This is an optimization exercise on Yosys and OpenROAD, whose aim is small area, not a production implementation. Only simulation tests tie the RTL to the original design; equivalence was not proved.

==> 03-10: inputs <==
==> flow/design.v <==
module axis_lbus_seg_packer #(
  parameter int NSEG      = 4,
  parameter int SEG_BYTES = 16
) (
  input  logic                      clk,
  input  logic                      rst_n,
  input  logic [NSEG*128-1:0]       s_axis_tdata,
  input  logic [NSEG*SEG_BYTES-1:0] s_axis_tkeep,
  input  logic                      s_axis_tlast,
  input  logic                      s_axis_tvalid,
  output logic                      s_axis_tready,
  output logic [NSEG*128-1:0]       lbus_data,
  output logic [NSEG-1:0]           lbus_ena,
  output logic [NSEG-1:0]           lbus_sop,
  output logic [NSEG-1:0]           lbus_eop,
  output logic [NSEG-1:0]           lbus_err,
  output logic [NSEG*4-1:0]         lbus_mty,
  input  logic                      lbus_rdy
);
  localparam int PW = NSEG*128 + NSEG*4 + 2;   
  logic [NSEG-1:0]   cv_ena;
  logic [NSEG*4-1:0] cv_mty;
  logic              any_en, cv_err;
  logic tready_q, skid_v_q, in_pkt_q, bad_pkt_q, out_pkt_q;
  logic [PW-1:0] cv_pay, skid_q, out_q, m_pay;
  logic          out_eop_q, out_err_q;
  assign any_en = |s_axis_tkeep;
  always_comb begin : convert
    cv_ena = '0;
    cv_mty = '0;
    for (int s = 0; s < NSEG; s++) begin
      cv_ena[s] = |s_axis_tkeep[SEG_BYTES*s +: SEG_BYTES];
      for (int b = SEG_BYTES-1; b >= 0; b--) begin
        if (s_axis_tkeep[SEG_BYTES*s + b]) cv_mty[4*s +: 4] = 4'(b);
      end
    end
    if (!any_en) begin
      cv_ena[0]   = s_axis_tlast;
      cv_mty[3:0] = {4{s_axis_tlast}};
    end
  end
  logic viol;
  always_comb begin : keep_check
    logic below, above;
    logic [NSEG-1:0] en;
    viol  = 1'b0;
    below = 1'b0;
    for (int s = 0; s < NSEG; s++) en[s] = |s_axis_tkeep[SEG_BYTES*s +: SEG_BYTES];
    for (int s = 0; s < NSEG; s++) begin
      above = 1'b0;
      for (int t = 0; t < NSEG; t++) if (t > s) above = above | en[t];
      if (en[s]) begin
        if (|(s_axis_tkeep[SEG_BYTES*s +: SEG_BYTES-1] & ~s_axis_tkeep[SEG_BYTES*s+1 +: SEG_BYTES-1])) viol = 1'b1;
        if (!s_axis_tkeep[SEG_BYTES*s] && (above || !s_axis_tlast)) viol = 1'b1;
      end else begin
        if (below && above) viol = 1'b1;
        if (above && !below && in_pkt_q) viol = 1'b1;
        if (below && !above && !s_axis_tlast) viol = 1'b1;
      end
      below = below | en[s];
    end
  end
  assign cv_err = ~any_en | bad_pkt_q | viol;
  logic [NSEG-1:0] out_ena_q, skid_ena_q, m_ena;
  logic            out_v, adv, hold, push;
  logic            out_v2_q;   
  assign out_v = |out_ena_q;
  assign adv   = ~out_v | lbus_rdy;
  assign hold  = out_v2_q & ~lbus_rdy;
  assign push  = s_axis_tvalid & tready_q & (any_en | s_axis_tlast);
  assign m_ena = ({NSEG{s_axis_tvalid & tready_q}} & cv_ena) | ({NSEG{skid_v_q}} & skid_ena_q);
  always_ff @(posedge clk or negedge rst_n) begin
    if (!rst_n) begin
      out_ena_q <= '0;
      out_v2_q  <= 1'b0;
      skid_v_q  <= 1'b0;
      tready_q  <= 1'b0;
      in_pkt_q  <= 1'b0;
      bad_pkt_q <= 1'b0;
      out_pkt_q <= 1'b0;
    end else begin
      if (adv) out_ena_q <= m_ena;
      if (adv) out_v2_q  <= |m_ena;
      skid_v_q <= ~adv & (skid_v_q | push);
      tready_q <= ~(~adv & (skid_v_q | push));
      if (push) begin
        in_pkt_q  <= ~s_axis_tlast;
        bad_pkt_q <= ~s_axis_tlast & (bad_pkt_q | viol);
      end
      if (out_v & lbus_rdy) out_pkt_q <= ~out_eop_q;
    end
  end
  assign cv_pay = {cv_err, s_axis_tlast, cv_mty, s_axis_tdata};
  assign m_pay  = ({PW{tready_q}} & cv_pay) | ({PW{skid_v_q}} & skid_q);
  always_ff @(posedge clk) begin
    skid_ena_q <= m_ena;
    skid_q     <= m_pay;
    out_q      <= (m_pay & {PW{adv}}) | (out_q & {PW{hold}});
  end
  assign out_eop_q = out_q[PW-2];
  assign out_err_q = out_q[PW-1];
  logic [NSEG-1:0] lowest, highest;
  always_comb begin
    logic seen;
    seen = 1'b0;
    for (int s = 0; s < NSEG; s++) begin
      lowest[s] = out_ena_q[s] & ~seen;
      seen      = seen | out_ena_q[s];
    end
    seen = 1'b0;
    for (int s = NSEG-1; s >= 0; s--) begin
      highest[s] = out_ena_q[s] & ~seen;
      seen       = seen | out_ena_q[s];
    end
  end
  assign s_axis_tready = tready_q;
  assign lbus_data     = out_q[NSEG*128-1:0];
  assign lbus_mty      = out_q[NSEG*128 +: NSEG*4];
  assign lbus_ena      = out_ena_q;
  assign lbus_sop      = lowest & {NSEG{~out_pkt_q}};
  assign lbus_eop      = highest & {NSEG{out_eop_q}};
  assign lbus_err      = highest & {NSEG{out_eop_q & out_err_q}};
endmodule
==> flow/flow/run.sh <==
#!/bin/bash
# The standard layout (standard.sh) with these changes:
# - synthesis maps the combinational logic with flow/abc_logic.script (flow/my_synth.tcl);
#   the registers are the standard synthesis's;
# - port buffers are the smallest buffer cell;
# - buffers that ABC inserted are removed before placement (repair_design rebuilds what is needed);
# - the clock tree uses clustered clkbuf_8 leaves and no dummy loads.
set -euo pipefail
work=$(pwd)
sed "s#SYNTH_SCRIPT=[^ ]*#SYNTH_SCRIPT=$work/flow/my_synth.tcl#" standard.sh > my_standard.sh
grep -q "SYNTH_SCRIPT=$work/flow/my_synth.tcl" my_standard.sh
bash my_standard.sh "BUFFER_PORTS_ARGS=-buffer_cell sky130_fd_sc_hd__buf_1" REMOVE_ABC_BUFFERS=1 \
  "CTS_ARGS=-sink_clustering_enable -repair_clock_nets -sink_clustering_size 18 -sink_clustering_max_diameter 40 -buf_list sky130_fd_sc_hd__clkbuf_8 -dont_use_dummy_load" \
  finish > run_standard.log 2>&1
==> flow/flow/abc_logic.script <==
strash
&get -n
&st
&synch2
&if -m -K 6
&mfs
&st
&dch -f
&nf -R 1000
&put
topo
==> flow/flow/my_synth.tcl <==
# The standard flow's synthesis (synth_recipe.tcl in the work folder), with one change: the ABC run that maps
# the combinational logic uses flow/abc_logic.script. Registers are mapped before ABC runs, so
# they are the same as in the standard synthesis.
set my_flow_dir [file dirname [file normalize [info script]]]
set my_abc_script [file join $my_flow_dir abc_logic.script]
proc abc {args} {
  set i [lsearch -exact $args -script]
  if { $i >= 0 } { lset args [expr { $i + 1 }] $::my_abc_script }
  yosys abc {*}$args
}
source [file join [file dirname $my_flow_dir] synth_recipe.tcl]
==> flow/standard.sh <==
#!/bin/bash
# synth_recipe.tcl (not shown) runs the flow's synth.tcl, then flattens the netlist and writes it again
# the make line also repeats each setting of config.mk as NAME=value (left out here)
make -C /OpenROAD-flow-scripts/flow DESIGN_CONFIG=/design/flow/config.mk WORK_HOME=/design/flow/orfs CLKGATE_MAP_FILE= SYNTH_SCRIPT=/design/flow/synth_recipe.tcl "${@:-finish}"
==> flow/config.mk <==
export PLATFORM = sky130hd
export DESIGN_NAME = axis_lbus_seg_packer
export DESIGN_NICKNAME = axis_lbus_seg_packer
export VERILOG_FILES = /design/flow/design.v
export SDC_FILE = /design/flow/constraint.sdc
export NUM_CORES = 4
export LEC_CHECK = 0
export ABC_AREA = 1
export CAP_MARGIN = 20
export CORE_AREA = 4 4 636 136
export DIE_AREA = 0 0 640 140
export PLACE_DENSITY = 0.45
export SLEW_MARGIN = 20
==> flow/constraint.sdc <==
create_clock -name core_clock -period 4.0 [get_ports {clk}]
set_input_delay 0.8000 -clock core_clock [delete_from_list [all_inputs] [get_ports {clk}]]
set_output_delay 0.8000 -clock core_clock [all_outputs]
set_load 0.01 [all_outputs]
==> 02-19: changes against 03-10 <==
--- a/flow/design.v
+++ b/flow/design.v
@@ -51,5 +51,6 @@
       for (int t = 0; t < NSEG; t++) if (t > s) above = above | en[t];
       if (en[s]) begin
-        if (|(s_axis_tkeep[SEG_BYTES*s +: SEG_BYTES-1] & ~s_axis_tkeep[SEG_BYTES*s+1 +: SEG_BYTES-1])) viol = 1'b1;
+        for (int b = 0; b < SEG_BYTES-1; b++)
+          if (s_axis_tkeep[SEG_BYTES*s + b] && !s_axis_tkeep[SEG_BYTES*s + b + 1]) viol = 1'b1;
         if (!s_axis_tkeep[SEG_BYTES*s] && (above || !s_axis_tlast)) viol = 1'b1;
       end else begin
==> flow/flow/run.sh (replaced) <==
#!/bin/bash
# Standard layout, with the port buffers made of the smallest buffer cell and a clock tree
# of small clustered buffers without dummy loads.
set -euo pipefail
bash standard.sh "BUFFER_PORTS_ARGS=-buffer_cell sky130_fd_sc_hd__buf_1" \
  "CTS_ARGS=-sink_clustering_enable -repair_clock_nets -sink_clustering_size 12 -sink_clustering_max_diameter 40 -buf_list sky130_fd_sc_hd__clkbuf_4 -dont_use_dummy_load" \
  finish > run_standard.log 2>&1
--- a/flow/config.mk
+++ b/flow/config.mk
@@ -7,7 +7,6 @@
 export LEC_CHECK = 0
 export ABC_AREA = 1
-export CAP_MARGIN = 20
-export CORE_AREA = 4 4 636 136
-export DIE_AREA = 0 0 640 140
-export PLACE_DENSITY = 0.45
-export SLEW_MARGIN = 20
+export CAP_MARGIN = 0
+export CORE_AREA = 4 4 386 386
+export DIE_AREA = 0 0 390 390
+export SLEW_MARGIN = 0
removed: flow/flow/abc_logic.script
removed: flow/flow/my_synth.tcl
==> run summary <==
* Run status: timing/DRC/antenna clean
* Vias in the first global route at 29327
* Cell Area, Synth at 33510 um2
* Share of layout cells above drive strength 1 at 0.05939
* Total length of routed wires at 139600 um
* CP max stage cell: dfrtp_1
* Count of filler cells inserted in the layout at 14570
* Total CTS buffers at 156
* GR Util met3 at 0.07041
(the above is from 02-19)
==> run summary <==
* Yosys warns at 1
* CP max stage cell: dfrtp_4
* Share of layout cells above drive strength 1 at 0.04120
* Final number of max-transition violations at 0
* Fin crit share at 0.7304
* Run status: timing/DRC/antenna clean
* Sw frac at 0.3076
* Seq cells at 1074
* DP Wirelength at 75670 um
* R2R cell count at 5
* Total length of routed wires at 107900 um
* Critical Path Sink: s_axis_tready
* First-pass GRT wire length at 161500 um
* Layout clock buffer count at 69
* GR Util met3 at 0.03511
* Vias in the first global route at 26060
(the above is from 03-10)

## re-timing with driven ports
In the flow no input, the clock included, has a driving cell. The finished layouts below were timed again as built, in two steps.
Step 1 sets driving cells, clkbuf_16 on the clock port and buf_2 on the other inputs (assumed; they add their load-dependent delay and slew).
Step 2 adds t to the input delays and takes it off the output delays; t is the mean of the earliest and latest rising clock arrival at the registers after step 1. Input paths then give back, and output paths get back, about the clock's delay inside the block.
Three values: no drivers, after step 1, after step 2; two values: the first two.
run	t (ns)	setup WS [ns]	worst hold slack (ns)
03-10	0.740	1.078 / 1.001 / 0.396	0.073 / 0.050 / 0.461
02-19	1.073	0.726 / 0.649 / 0.568	0.252 / 0.215 / 0.450
After both steps setup and hold are still met in every run listed. The setup slack of 03-10, which loses most, moves by -0.077 ns with the drivers and by -0.682 ns with both steps.
